This is an optimization exercise on Yosys and OpenROAD, whose aim is small area, a short achievable clock period and few clock cycles, not a production implementation.
Function was checked by simulation only, so behaviour that the tests miss may differ from the original.
Power figures rest on the tool's default switching activity, not on a simulated workload.

== xenon ==
Design rc_frame_drive_command, start of the top module:
module rc_frame_drive_command (
    input  logic        clk,
    input  logic        rst_n,
    input  logic        rx_valid,
    output logic        rx_ready,
    input  logic [7:0]  rx_byte,
    input  logic        rx_buffer_end,
    input  logic        rx_quick_stop_enabled,
    output logic        cmd_valid,
    input  logic        cmd_ready,
    output logic        cmd_frame_valid,
    output logic signed [9:0] cmd_linear_velocity,
    output logic signed [9:0] cmd_angular_velocity,
    output logic        cmd_manual_mode,
    output logic        cmd_startup_set,
    output logic [2:0]  cmd_startup_value,
    output logic [1:0]  cmd_stop_code,
    input  logic        cfg_we,
    input  logic [7:0]  cfg_wdata
);
    localparam logic [1:0] C4_DOWN = 2'd1;
    localparam logic [1:0] C4_UP   = 2'd2;
    localparam logic [1:0] C4_MID  = 2'd3;
    localparam logic [1:0] S11_MID  = 2'd0;
    localparam logic [1:0] S11_UP   = 2'd1;
    localparam logic [1:0] S11_DOWN = 2'd2;
    logic [4:0] cnt;             
    logic       ok;              
    logic       rdy;
    logic       cp, cp_qs;       
  ...
For scale: ~110 flip-flops, about 53 I/O pins.
clock: 13.0 ns
lec_check: 0
cap_margin: 20
core_margin: 2
core_utilization: 40
cts_buf_list: sky130_fd_sc_hd__clkbuf_8
cts_cluster_diameter: 100
cts_cluster_size: 40
slew_margin: 20
standard.sh (not shown) runs the stock make flow with config.mk's settings and CLKGATE_MAP_FILE= SYNTH_SCRIPT=/design/flow/synth_recipe.tcl, a recipe that flattens the netlist after the stock synthesis.
==> flow/flow/run.sh <==
#!/bin/bash
# Standard synthesis and layout; ports are buffered with buf_2 cells and the
# layout's timing repair aims for extra setup slack (the clock period and
# constraints are unchanged).
set -euo pipefail
bash standard.sh synth > synth.log 2>&1
bash standard.sh "BUFFER_PORTS_ARGS=-buffer_cell sky130_fd_sc_hd__buf_2" SETUP_SLACK_MARGIN=9.5 finish > layout.log 2>&1
Testbench counts of xenon, summed over its fixed seeds: cycles 48,105.
Edits applied to the flow inputs when going from xenon to violet:
-- flow/config.mk --
<<< xenon, line 11
export CTS_BUF_LIST = sky130_fd_sc_hd__clkbuf_8
export CTS_CLUSTER_DIAMETER = 100
export CTS_CLUSTER_SIZE = 40
>>> violet, line 11
==> comparison <==
- Of violet and xenon, the run reporting the higher total routed wire length on the met1 layer was violet.
- Per the final summary, violet finished and its layout is clean on timing, DRC and antenna.
- The estimated power of violet ends up higher than the estimate for xenon.
- When violet is set beside xenon, its maximum achievable frequency turns out to be 1.8% larger.
diff inputs: violet => cedar
-- flow/config.mk --
<<< violet, line 8
>>> cedar, line 8
export ABC_AREA = 1
### Flow results
In terms of fmax, cedar and violet differ only marginally.
Total area of multi-input combinational cells (violet / cedar): 1.14
Summary of cedar over violet: area of placed instances fell 0.63%; power density relative to cell area has decreased.
Routed wire length (cedar vs. violet) increases slightly
Between violet and cedar, the synthesized-area fraction occupied by adder cells does not differ in any meaningful way.
cedar finished every stage and its layout cleared the timing, design-rule and antenna checks.
Core utilization: cedar lower than violet
Modified inputs, onyx compared to cedar
-- flow/flow/run.sh --
<<< cedar, line 7
bash standard.sh "BUFFER_PORTS_ARGS=-buffer_cell sky130_fd_sc_hd__buf_2" SETUP_SLACK_MARGIN=9.5 finish > layout.log 2>&1
>>> onyx, line 7
bash standard.sh "BUFFER_PORTS_ARGS=-buffer_cell sky130_fd_sc_hd__buf_2" SETUP_SLACK_MARGIN=10 finish > layout.log 2>&1
-- flow/config.mk --
<<< cedar, line 8
export ABC_AREA = 1
>>> onyx, line 8
==> run summary <==
- Comparing onyx and cedar, logic gate share of total power is lower on cedar.
- Layout buffer count excluding clock buffers is higher on onyx
- In the reports for onyx and cedar, the smaller total power after layout belongs to cedar.
- | deepest level of the CTS H-tree | onyx vs cedar | ≈ equal |
- A startpoint of the worst setup timing path of sval[0] is what cedar shows, while sval[2] belongs to onyx.

rc_frame_drive_command, a different RTL version from the one above (not shown whole).
Size: roughly 110 flip-flops, about 53 I/O pins, ~0.0074 mm2 of cells after synthesis.
// rc_frame_drive_command
module rc_frame_drive_command (
    input  logic        clk,
    input  logic        rst_n,
    input  logic        rx_valid,
    output logic        rx_ready,
    input  logic [7:0]  rx_byte,
    input  logic        rx_buffer_end,
    input  logic        rx_quick_stop_enabled,
    output logic        cmd_valid,
    input  logic        cmd_ready,
    output logic        cmd_frame_valid,
    output logic signed [9:0] cmd_linear_velocity,
    output logic signed [9:0] cmd_angular_velocity,
    output logic        cmd_manual_mode,
    output logic        cmd_startup_set,
    output logic [2:0]  cmd_startup_value,
    output logic [1:0]  cmd_stop_code,
    input  logic        cfg_we,
    input  logic [7:0]  cfg_wdata
);
export LEC_CHECK = 0
export ABC_AREA = 1
export CAP_MARGIN = 20
export CORE_MARGIN = 2
export CORE_UTILIZATION = 40
export SLEW_MARGIN = 20
create_clock -name core_clock -period 13.0 [get_ports {clk}]
==> flow/flow/run.sh <==
#!/bin/bash
# Standard synthesis and layout; ports are buffered with buf_2 cells and the
# layout's timing repair aims for extra setup slack (the clock period and
# constraints are unchanged).
set -euo pipefail
bash standard.sh synth > synth.log 2>&1
bash standard.sh "BUFFER_PORTS_ARGS=-buffer_cell sky130_fd_sc_hd__buf_2" SETUP_SLACK_MARGIN=9.1 finish > layout.log 2>&1
Testbench counts at the start, summed over its fixed seeds: cycles 48,105.
==> next run, changes <==
--- a/flow/flow/run.sh
+++ b/flow/flow/run.sh
@@ -5,3 +5,3 @@
 set -euo pipefail
 bash standard.sh synth > synth.log 2>&1
-bash standard.sh "BUFFER_PORTS_ARGS=-buffer_cell sky130_fd_sc_hd__buf_2" SETUP_SLACK_MARGIN=9.1 finish > layout.log 2>&1
+bash standard.sh "BUFFER_PORTS_ARGS=-buffer_cell sky130_fd_sc_hd__buf_2" SETUP_SLACK_MARGIN=9.3 finish > layout.log 2>&1
CTS_CLUSTER_SIZE = 30   (was not set)
Effect: Die area stays the same; worst setup slack gets better by 0.061 ns; combinational power is higher by about 2%; wire length grows by 0.54%.

-- afterwards: timing with drivers on the ports --
No port has a modelled driver above. Below, the same layouts with a new extraction and two added sets of constraints. Step 1 (the two cells are an assumption about what drives the block):
set clk [get_ports {clk}]
set_driving_cell -lib_cell sky130_fd_sc_hd__clkbuf_16 $clk
set_driving_cell -lib_cell sky130_fd_sc_hd__buf_2 [delete_from_list [all_inputs] $clk]
Step 2, shift: input delay + t, output delay - t, t = (earliest + latest rising clock arrival at the registers) / 2. This alone moves slack from input paths to output paths. Three values: no drivers, after step 1, after step 2; two values: the first two.
run	t, ns	setup WS [ns]	worst data-port slew with drivers (ns)
xenon	0.438	9.326 / 9.285 / 9.157	0.03
violet	0.398	9.390 / 9.345 / 9.319	0.03
cedar	0.407	9.393 / 9.345 / 9.197	0.06
onyx	0.396	9.405 / 9.363 / 9.432	0.11
the first run of note 2	0.382	9.227 / 9.247 / 8.866	0.03
the second run of note 2	0.395	9.288 / 9.307 / 8.912	0.04
After both steps setup and hold are still met in every run listed. For the second run of note 2, which loses most, drivers alone change the setup slack by +0.019 ns; drivers and shift together by -0.376 ns.
